This design comes from an exercise in tuning for small area, a short achievable clock period and few clock cycles on the open sky130 flow, not from production work. Function was checked by simulation only, so behaviour that the tests miss may differ from the original.

==> inputs of exp/amber <==
## cosinos_core
module cosinos_core (
  input  logic            clk,
  input  logic            rst,
  input  logic            start,
  input  logic [cosinos_pkg::X_W-1:0]  x,
  input  logic [cosinos_pkg::Y_W-1:0]  y,
  output logic [1:0]      intpart,
  output logic [7:0]      fracpart,
  output logic            done
);
export LEC_CHECK = 0
export CAP_MARGIN = 20
export CORE_MARGIN = 2
export CORE_UTILIZATION = 40
export SLEW_MARGIN = 20
create_clock -name core_clock -period 11.0 [get_ports {clk}]
run.sh (not shown) runs the stock make flow with config.mk's settings and CLKGATE_MAP_FILE= SYNTH_SCRIPT=/design/flow/synth_recipe.tcl, a recipe that flattens the netlist after the stock synthesis.
==> exp/delta: changes against exp/amber <==
--- a/flow/design.v
+++ b/flow/design.v
@@ -5,37 +5,32 @@
   localparam int X2_W   = 20;
   localparam int FRAC_W = 16;
   localparam int SUM_W  = 18;    
 endpackage
 module cosinos_datapath (
   input  logic        clk,
   input  logic        start,    
-  input  logic        add,      
+  input  logic        pend,     
   input  logic [9:0]  x,
   input  logic [7:0]  y,
   input  logic [2:0]  n,        
-  output logic        stop_u,   
-  output logic        pstop,    
-  output logic [9:0]  res       
+  output logic        stop1,    
+  output logic        stop,     
+  output logic [17:0] sum
 );
-  logic [17:0]        sum;
-  logic [17:0]        diff;
-  logic               en_r;
-  logic signed [11:0] ylog_r;
-  logic [8:0]         ulog, xlog, ylog;
-  logic [20:0]        uabs;
-  logic signed [11:0] kn;
   logic [7:0]         y_r;
   logic signed [20:0] u;
   logic [10:0]        m1_one, m1_two, m1_neg;
   logic [19:0]        x2_in, sq_s, sq_c;
   logic [10:0]        m1_one_in, m1_two_in, m1_neg_in;
   logic [39:0]        a_s, a_c, a_sum;
   logic signed [23:0] p;
-  logic [36:0]        b_s, b_c, b_sum;
+  logic [37:0]        b_s, b_c;
+  logic [16:0]        b_lo;
+  logic [21:0]        b_hi, lt_v, gt_v, thr_n, thr_pm1;
   logic [6:0]         m2_one, m2_two, m2_neg;
   always_comb begin
     case (n)
       3'd1: begin m2_one = 7'b1111111; m2_two = 7'b0000000; m2_neg = 7'b0000000; end
       3'd2: begin m2_one = 7'b1010101; m2_two = 7'b0101010; m2_neg = 7'b0101010; end
       3'd3: begin m2_one = 7'b0110110; m2_two = 7'b0001001; m2_neg = 7'b0001001; end
       3'd4: begin m2_one = 7'b0111000; m2_two = 7'b0000110; m2_neg = 7'b0011010; end
@@ -2461,16 +2456,16 @@
   assign w1135 = (w1070 & w1013) | (w1070 & w1069) | (w1013 & w1069);
   assign w1136 = w1072 ^ 1'b1 ^ w1071;
   assign w1137 = (w1072 & 1'b1) | (w1072 & w1071) | (1'b1 & w1071);
   assign w1138 = w827 ^ w850 ^ w1073;
   assign w1139 = (w827 & w850) | (w827 & w1073) | (w850 & w1073);
   assign w1140 = w851 ^ 1'b1;
   assign w1141 = w851 & 1'b1;
-  assign b_s = {w853, w1140, w1138, w1136, w1134, w1132, w1130, w1128, w1126, w1124, w1122, w1120, w1118, w1116, w1114, w1112, w1110, w1108, w1106, w1104, w1102, w1100, w1098, w1096, w1094, w1092, w1090, w1088, w1086, w1084, w1082, w1080, w1078, w1076, w1074, w673, w672};
-  assign b_c = {w1141, w1139, w1137, w1135, w1133, w1131, w1129, w1127, w1125, w1123, w1121, w1119, w1117, w1115, w1113, w1111, w1109, w1107, w1105, w1103, w1101, w1099, w1097, w1095, w1093, w1091, w1089, w1087, w1085, w1083, w1081, w1079, w1077, w1075, m2_neg[1], 1'b0, m2_neg[0]};
+  assign b_s = {1'b1, w853, w1140, w1138, w1136, w1134, w1132, w1130, w1128, w1126, w1124, w1122, w1120, w1118, w1116, w1114, w1112, w1110, w1108, w1106, w1104, w1102, w1100, w1098, w1096, w1094, w1092, w1090, w1088, w1086, w1084, w1082, w1080, w1078, w1076, w1074, w673, w672};
+  assign b_c = {1'b0, w1141, w1139, w1137, w1135, w1133, w1131, w1129, w1127, w1125, w1123, w1121, w1119, w1117, w1115, w1113, w1111, w1109, w1107, w1105, w1103, w1101, w1099, w1097, w1095, w1093, w1091, w1089, w1087, w1085, w1083, w1081, w1079, w1077, w1075, m2_neg[1], 1'b0, m2_neg[0]};
   assign w1142 = x[0] & x[1];
   assign w1143 = x[0] & x[2];
   assign w1144 = x[0] & x[3];
   assign w1145 = x[0] & x[4];
   assign w1146 = x[0] & x[5];
   assign w1147 = x[0] & x[6];
   assign w1148 = x[0] & x[7];
@@ -2567,114 +2562,87 @@
   assign w1239 = w1180 ^ w1182 ^ w1216;
   assign w1240 = (w1180 & w1182) | (w1180 & w1216) | (w1182 & w1216);
   assign w1241 = w1183 ^ w1184 ^ x[8];
   assign w1242 = (w1183 & w1184) | (w1183 & x[8]) | (w1184 & x[8]);
   assign sq_s = {1'b0, w1186, w1185, w1241, w1239, w1237, w1235, w1233, w1231, w1229, w1227, w1225, w1223, w1221, w1219, w1217, w1143, w1142, 1'b0, x[0]};
   assign sq_c = {1'b0, x[9], w1242, w1240, w1238, w1236, w1234, w1232, w1230, w1228, w1226, w1224, w1222, w1220, w1218, x[2], 1'b0, x[1], 1'b0, 1'b0};
   assign x2_in = sq_s + sq_c;
-  assign b_sum = b_s + b_c;
-  assign stop_u = ($signed(u[20:8]) < $signed({5'd0, y_r}))
-                & ($signed(u) + $signed({5'd0, y_r, 8'd0}) > 21'sd0);
-  assign uabs = u ^ {21{u[20]}};
-  cosinos_log2 #(.W(21)) u_lu (.v(uabs), .l(ulog));
-  cosinos_log2 #(.W(10)) u_lx (.v(x),    .l(xlog));
-  cosinos_log2 #(.W(8))  u_ly (.v(y),    .l(ylog));
-  always_comb begin
-    case (n)
-      3'd1: kn = -12'sd435;
-      3'd2: kn = -12'sd456;
-      3'd3: kn = -12'sd470;
-      3'd4: kn = -12'sd481;
-      3'd5: kn = -12'sd490;
-      3'd6: kn = -12'sd498;
-      3'd7: kn = -12'sd504;
-      default: kn = 12'sd0;
-    endcase
-  end
-  assign pstop = en_r & ($signed({3'd0, ulog}) + kn < ylog_r);
-  assign diff = sum - u[17:0];
-  assign res  = add ? diff[17:8] : sum[17:8];
+  assign stop1 = (x2_in[19:9] < {3'd0, y});
+  assign thr_n   = -{6'd0, y_r, 8'd0};
+  assign thr_pm1 = {6'd0, y_r, 8'd0} - 22'd1;
+  assign b_lo = {1'b0, b_s[15:0]} + {1'b0, b_c[15:0]};
+  assign b_hi = b_s[37:16] + b_c[37:16] + {21'd0, b_lo[16]};
+  assign lt_v = b_s[37:16] + b_c[37:16] + thr_n   + {21'd0, b_lo[16]};
+  assign gt_v = b_s[37:16] + b_c[37:16] + thr_pm1 + {21'd0, b_lo[16]};
+  assign stop = lt_v[21] & ~gt_v[21];
   always_ff @(posedge clk) begin
     if (start) begin
-      en_r   <= (y != 8'd0) & (x != 10'd0) & (x < 10'd977);
-      ylog_r <= $signed({3'd0, ylog}) - $signed({2'd0, xlog, 1'b0}) - 12'sd2;
       y_r    <= y;
       m1_one <= m1_one_in;
       m1_two <= m1_two_in;
       m1_neg <= m1_neg_in;
     end
   end
   always_ff @(posedge clk) begin
     if (start) u <= {2'b00, x2_in[19:1]};
-    else       u <= b_sum[36:16];
+    else       u <= b_hi[20:0];
   end
   always_ff @(posedge clk) begin
-    if (start)    sum <= 18'h10000;
-    else if (add) sum <= diff;
-  end
-endmodule
-module cosinos_log2 #(
-  parameter int W = 21
-) (
-  input  logic [W-1:0] v,
-  output logic [8:0]   l
-);
-  logic [4:0]   e;
-  logic [W+3:0] vx;
-  always_comb begin
-    e = 5'd0;
-    for (int i = 1; i < W; i++) begin
-      if (v[i]) e = 5'(i);
-    end
+    if (start)     sum <= 18'h10000;
+    else if (pend) sum <= sum - u[17:0];
   end
-  assign vx = {v, 4'd0};
-  assign l  = {e, vx[e +: 4]};
 endmodule
 module cosinos_core (
   input  logic            clk,
   input  logic            rst,
   input  logic            start,
   input  logic [cosinos_pkg::X_W-1:0]  x,
   input  logic [cosinos_pkg::Y_W-1:0]  y,
   output logic [1:0]      intpart,
   output logic [7:0]      fracpart,
   output logic            done
 );
   logic       busy;     
-  logic       have;     
+  logic       pend;     
   logic [2:0] n;        
-  logic       stop_u;
-  logic       pstop;
-  logic       last;
-  logic [9:0] res;
-  assign last = stop_u | pstop | (n == 3'd0);
+  logic       stop1;
+  logic       stop;
+  logic [cosinos_pkg::SUM_W-1:0] sum;
   cosinos_datapath u_dp (
-    .clk    (clk),
-    .start  (start),
-    .add    (busy & ~stop_u),
-    .x      (x),
-    .y      (y),
-    .n      (n),
-    .stop_u (stop_u),
-    .pstop  (pstop),
-    .res    (res)
+    .clk   (clk),
+    .start (start),
+    .pend  (pend),
+    .x     (x),
+    .y     (y),
+    .n     (n),
+    .stop1 (stop1),
+    .stop  (stop),
+    .sum   (sum)
   );
-  assign done     = have | (busy & last);
-  assign intpart  = res[9:8];
-  assign fracpart = res[7:0];
+  assign intpart  = sum[17:16];
+  assign fracpart = sum[15:8];
   always_ff @(posedge clk) begin
     if (rst) begin
       busy <= 1'b0;
-      have <= 1'b0;
+      pend <= 1'b0;
+      done <= 1'b0;
     end else if (start) begin
-      busy <= 1'b1;
-      have <= 1'b0;
-    end else if (busy && last) begin
-      busy <= 1'b0;
-      have <= 1'b1;
+      busy <= ~stop1;
+      pend <= ~stop1;
+      done <= stop1;
+    end else if (busy) begin
+      if (stop || n == 3'd0) begin
+        busy <= 1'b0;
+        pend <= 1'b0;
+        done <= 1'b1;
+      end else begin
+        pend <= 1'b1;
+      end
+    end else begin
+      pend <= 1'b0;
     end
   end
   always_ff @(posedge clk) begin
     if (start) n <= 3'd1;
     else       n <= n + 3'd1;
   end
 endmodule
==> exp/xenon: changes against exp/amber <==
--- a/flow/design.v
+++ b/flow/design.v
@@ -10,24 +10,16 @@
   input  logic        clk,
   input  logic        start,    
   input  logic        add,      
   input  logic [9:0]  x,
   input  logic [7:0]  y,
   input  logic [2:0]  n,        
   output logic        stop_u,   
-  output logic        pstop,    
-  output logic [9:0]  res       
+  output logic [17:0] sum
 );
-  logic [17:0]        sum;
-  logic [17:0]        diff;
-  logic               en_r;
-  logic signed [11:0] ylog_r;
-  logic [8:0]         ulog, xlog, ylog;
-  logic [20:0]        uabs;
-  logic signed [11:0] kn;
   logic [7:0]         y_r;
   logic signed [20:0] u;
   logic [10:0]        m1_one, m1_two, m1_neg;
   logic [19:0]        x2_in, sq_s, sq_c;
   logic [10:0]        m1_one_in, m1_two_in, m1_neg_in;
   logic [39:0]        a_s, a_c, a_sum;
   logic signed [23:0] p;
@@ -2570,111 +2562,77 @@
   assign w1242 = (w1183 & w1184) | (w1183 & x[8]) | (w1184 & x[8]);
   assign sq_s = {1'b0, w1186, w1185, w1241, w1239, w1237, w1235, w1233, w1231, w1229, w1227, w1225, w1223, w1221, w1219, w1217, w1143, w1142, 1'b0, x[0]};
   assign sq_c = {1'b0, x[9], w1242, w1240, w1238, w1236, w1234, w1232, w1230, w1228, w1226, w1224, w1222, w1220, w1218, x[2], 1'b0, x[1], 1'b0, 1'b0};
   assign x2_in = sq_s + sq_c;
   assign b_sum = b_s + b_c;
   assign stop_u = ($signed(u[20:8]) < $signed({5'd0, y_r}))
                 & ($signed(u) + $signed({5'd0, y_r, 8'd0}) > 21'sd0);
-  assign uabs = u ^ {21{u[20]}};
-  cosinos_log2 #(.W(21)) u_lu (.v(uabs), .l(ulog));
-  cosinos_log2 #(.W(10)) u_lx (.v(x),    .l(xlog));
-  cosinos_log2 #(.W(8))  u_ly (.v(y),    .l(ylog));
-  always_comb begin
-    case (n)
-      3'd1: kn = -12'sd435;
-      3'd2: kn = -12'sd456;
-      3'd3: kn = -12'sd470;
-      3'd4: kn = -12'sd481;
-      3'd5: kn = -12'sd490;
-      3'd6: kn = -12'sd498;
-      3'd7: kn = -12'sd504;
-      default: kn = 12'sd0;
-    endcase
-  end
-  assign pstop = en_r & ($signed({3'd0, ulog}) + kn < ylog_r);
-  assign diff = sum - u[17:0];
-  assign res  = add ? diff[17:8] : sum[17:8];
   always_ff @(posedge clk) begin
     if (start) begin
-      en_r   <= (y != 8'd0) & (x != 10'd0) & (x < 10'd977);
-      ylog_r <= $signed({3'd0, ylog}) - $signed({2'd0, xlog, 1'b0}) - 12'sd2;
       y_r    <= y;
       m1_one <= m1_one_in;
       m1_two <= m1_two_in;
       m1_neg <= m1_neg_in;
     end
   end
   always_ff @(posedge clk) begin
     if (start) u <= {2'b00, x2_in[19:1]};
     else       u <= b_sum[36:16];
   end
   always_ff @(posedge clk) begin
     if (start)    sum <= 18'h10000;
-    else if (add) sum <= diff;
-  end
-endmodule
-module cosinos_log2 #(
-  parameter int W = 21
-) (
-  input  logic [W-1:0] v,
-  output logic [8:0]   l
-);
-  logic [4:0]   e;
-  logic [W+3:0] vx;
-  always_comb begin
-    e = 5'd0;
-    for (int i = 1; i < W; i++) begin
-      if (v[i]) e = 5'(i);
-    end
+    else if (add) sum <= sum - u[17:0];
   end
-  assign vx = {v, 4'd0};
-  assign l  = {e, vx[e +: 4]};
 endmodule
 module cosinos_core (
   input  logic            clk,
   input  logic            rst,
   input  logic            start,
   input  logic [cosinos_pkg::X_W-1:0]  x,
   input  logic [cosinos_pkg::Y_W-1:0]  y,
   output logic [1:0]      intpart,
   output logic [7:0]      fracpart,
   output logic            done
 );
   logic       busy;     
   logic       have;     
+  logic       fin;      
   logic [2:0] n;        
   logic       stop_u;
-  logic       pstop;
   logic       last;
-  logic [9:0] res;
-  assign last = stop_u | pstop | (n == 3'd0);
+  logic [cosinos_pkg::SUM_W-1:0] sum;
+  assign last = stop_u | fin;
   cosinos_datapath u_dp (
     .clk    (clk),
     .start  (start),
-    .add    (busy & ~stop_u),
+    .add    (busy & ~last),
     .x      (x),
     .y      (y),
     .n      (n),
     .stop_u (stop_u),
-    .pstop  (pstop),
-    .res    (res)
+    .sum    (sum)
   );
   assign done     = have | (busy & last);
-  assign intpart  = res[9:8];
-  assign fracpart = res[7:0];
+  assign intpart  = sum[17:16];
+  assign fracpart = sum[15:8];
   always_ff @(posedge clk) begin
     if (rst) begin
       busy <= 1'b0;
       have <= 1'b0;
+      fin  <= 1'b0;
     end else if (start) begin
       busy <= 1'b1;
       have <= 1'b0;
-    end else if (busy && last) begin
-      busy <= 1'b0;
-      have <= 1'b1;
+      fin  <= 1'b0;
+    end else if (busy) begin
+      if (last) begin
+        busy <= 1'b0;
+        have <= 1'b1;
+      end
+      fin <= ~last & (n == 3'd0);
     end
   end
   always_ff @(posedge clk) begin
     if (start) n <= 3'd1;
     else       n <= n + 3'd1;
   end
 endmodule
==> qor summary <==
item                                                                       exp/amber               exp/xenon               exp/delta
Outcome                                             no timing/DRC/antenna violations  no timing/DRC/antenna violations         failed layout checks
Layout check failures                                                              -                       -    negative setup slack
Number of fill cells in the layout                                             6,390                   5,618                   5,706
Most common cell after layout, fill and taps aside            sky130_fd_sc_hd__inv_1  sky130_fd_sc_hd__inv_1  sky130_fd_sc_hd__buf_4
Count of state elements after synthesis                                           94                      82                      81
Area fraction in and, or, nand and nor cells after synthesis                   0.101                  0.0972                   0.105
Relative slew slack                                                            0.307                   0.411                   0.250
Proportion of cell area occupied by registers                                 0.0844                  0.0779                  0.0671
Per-cell routed wire length                                                  19.5 um                 20.8 um                 19.5 um
Wire length of the first global-routing pass                                  120 mm                  116 mm                  122 mm
Invs w/o clock                                                                   456                     409                     425
Proportion of cell area occupied by multi-input gates                          0.741                   0.748                   0.705
Footprint of the multi-input gates                                       21,000 um^2             19,400 um^2             21,000 um^2
Vias                                                                           22.2k                   20.5k                   21.9k
Setup violations, final                                                            0                       0                       5
Average via count per standard cell                                             5.64                    5.87                    5.57
Last element of the critical path                                         u_dp.u[16]              u_dp.u[20]                    pend
Multi-Input Combinational                                                      2,301                   2,026                   2,144
Die area                                                                 66,600 um^2             60,500 um^2             62,800 um^2
Testbench counts of exp/amber, summed over its fixed seeds: cycles 9,086.
Testbench counts of exp/delta, summed over its fixed seeds: cycles 11,515.
Testbench counts of exp/xenon, summed over its fixed seeds: cycles 11,515.

==> what the ideal ports hide <==
In the flow no input, the clock included, has a driving cell. The finished layouts below were timed again as built, in two steps. Step 1 sets driving cells, clkbuf_16 on the clock port and buf_2 on the other inputs (assumed; they add their load-dependent delay and slew). Step 2 times the ports against the registers' clock, not the clock port: input delays grow and output delays shrink by t, the midpoint of the rising clock arrivals with the driver on. a / b / c = no drivers / after step 1 / after step 2; a / b = the first two.
| run | t, ns | setup slack, ns | worst register clock-pin slew, ns |
|---|---|---|---|
| exp/amber | 0.413 | 0.476 / 0.476 / 0.476 | 0.09 / 0.09 |
| exp/delta | 0.397 | -0.833 / -0.833 / -0.833 | 0.07 / 0.07 |
| exp/xenon | 0.412 | 0.306 / 0.306 / 0.306 | 0.08 / 0.08 |
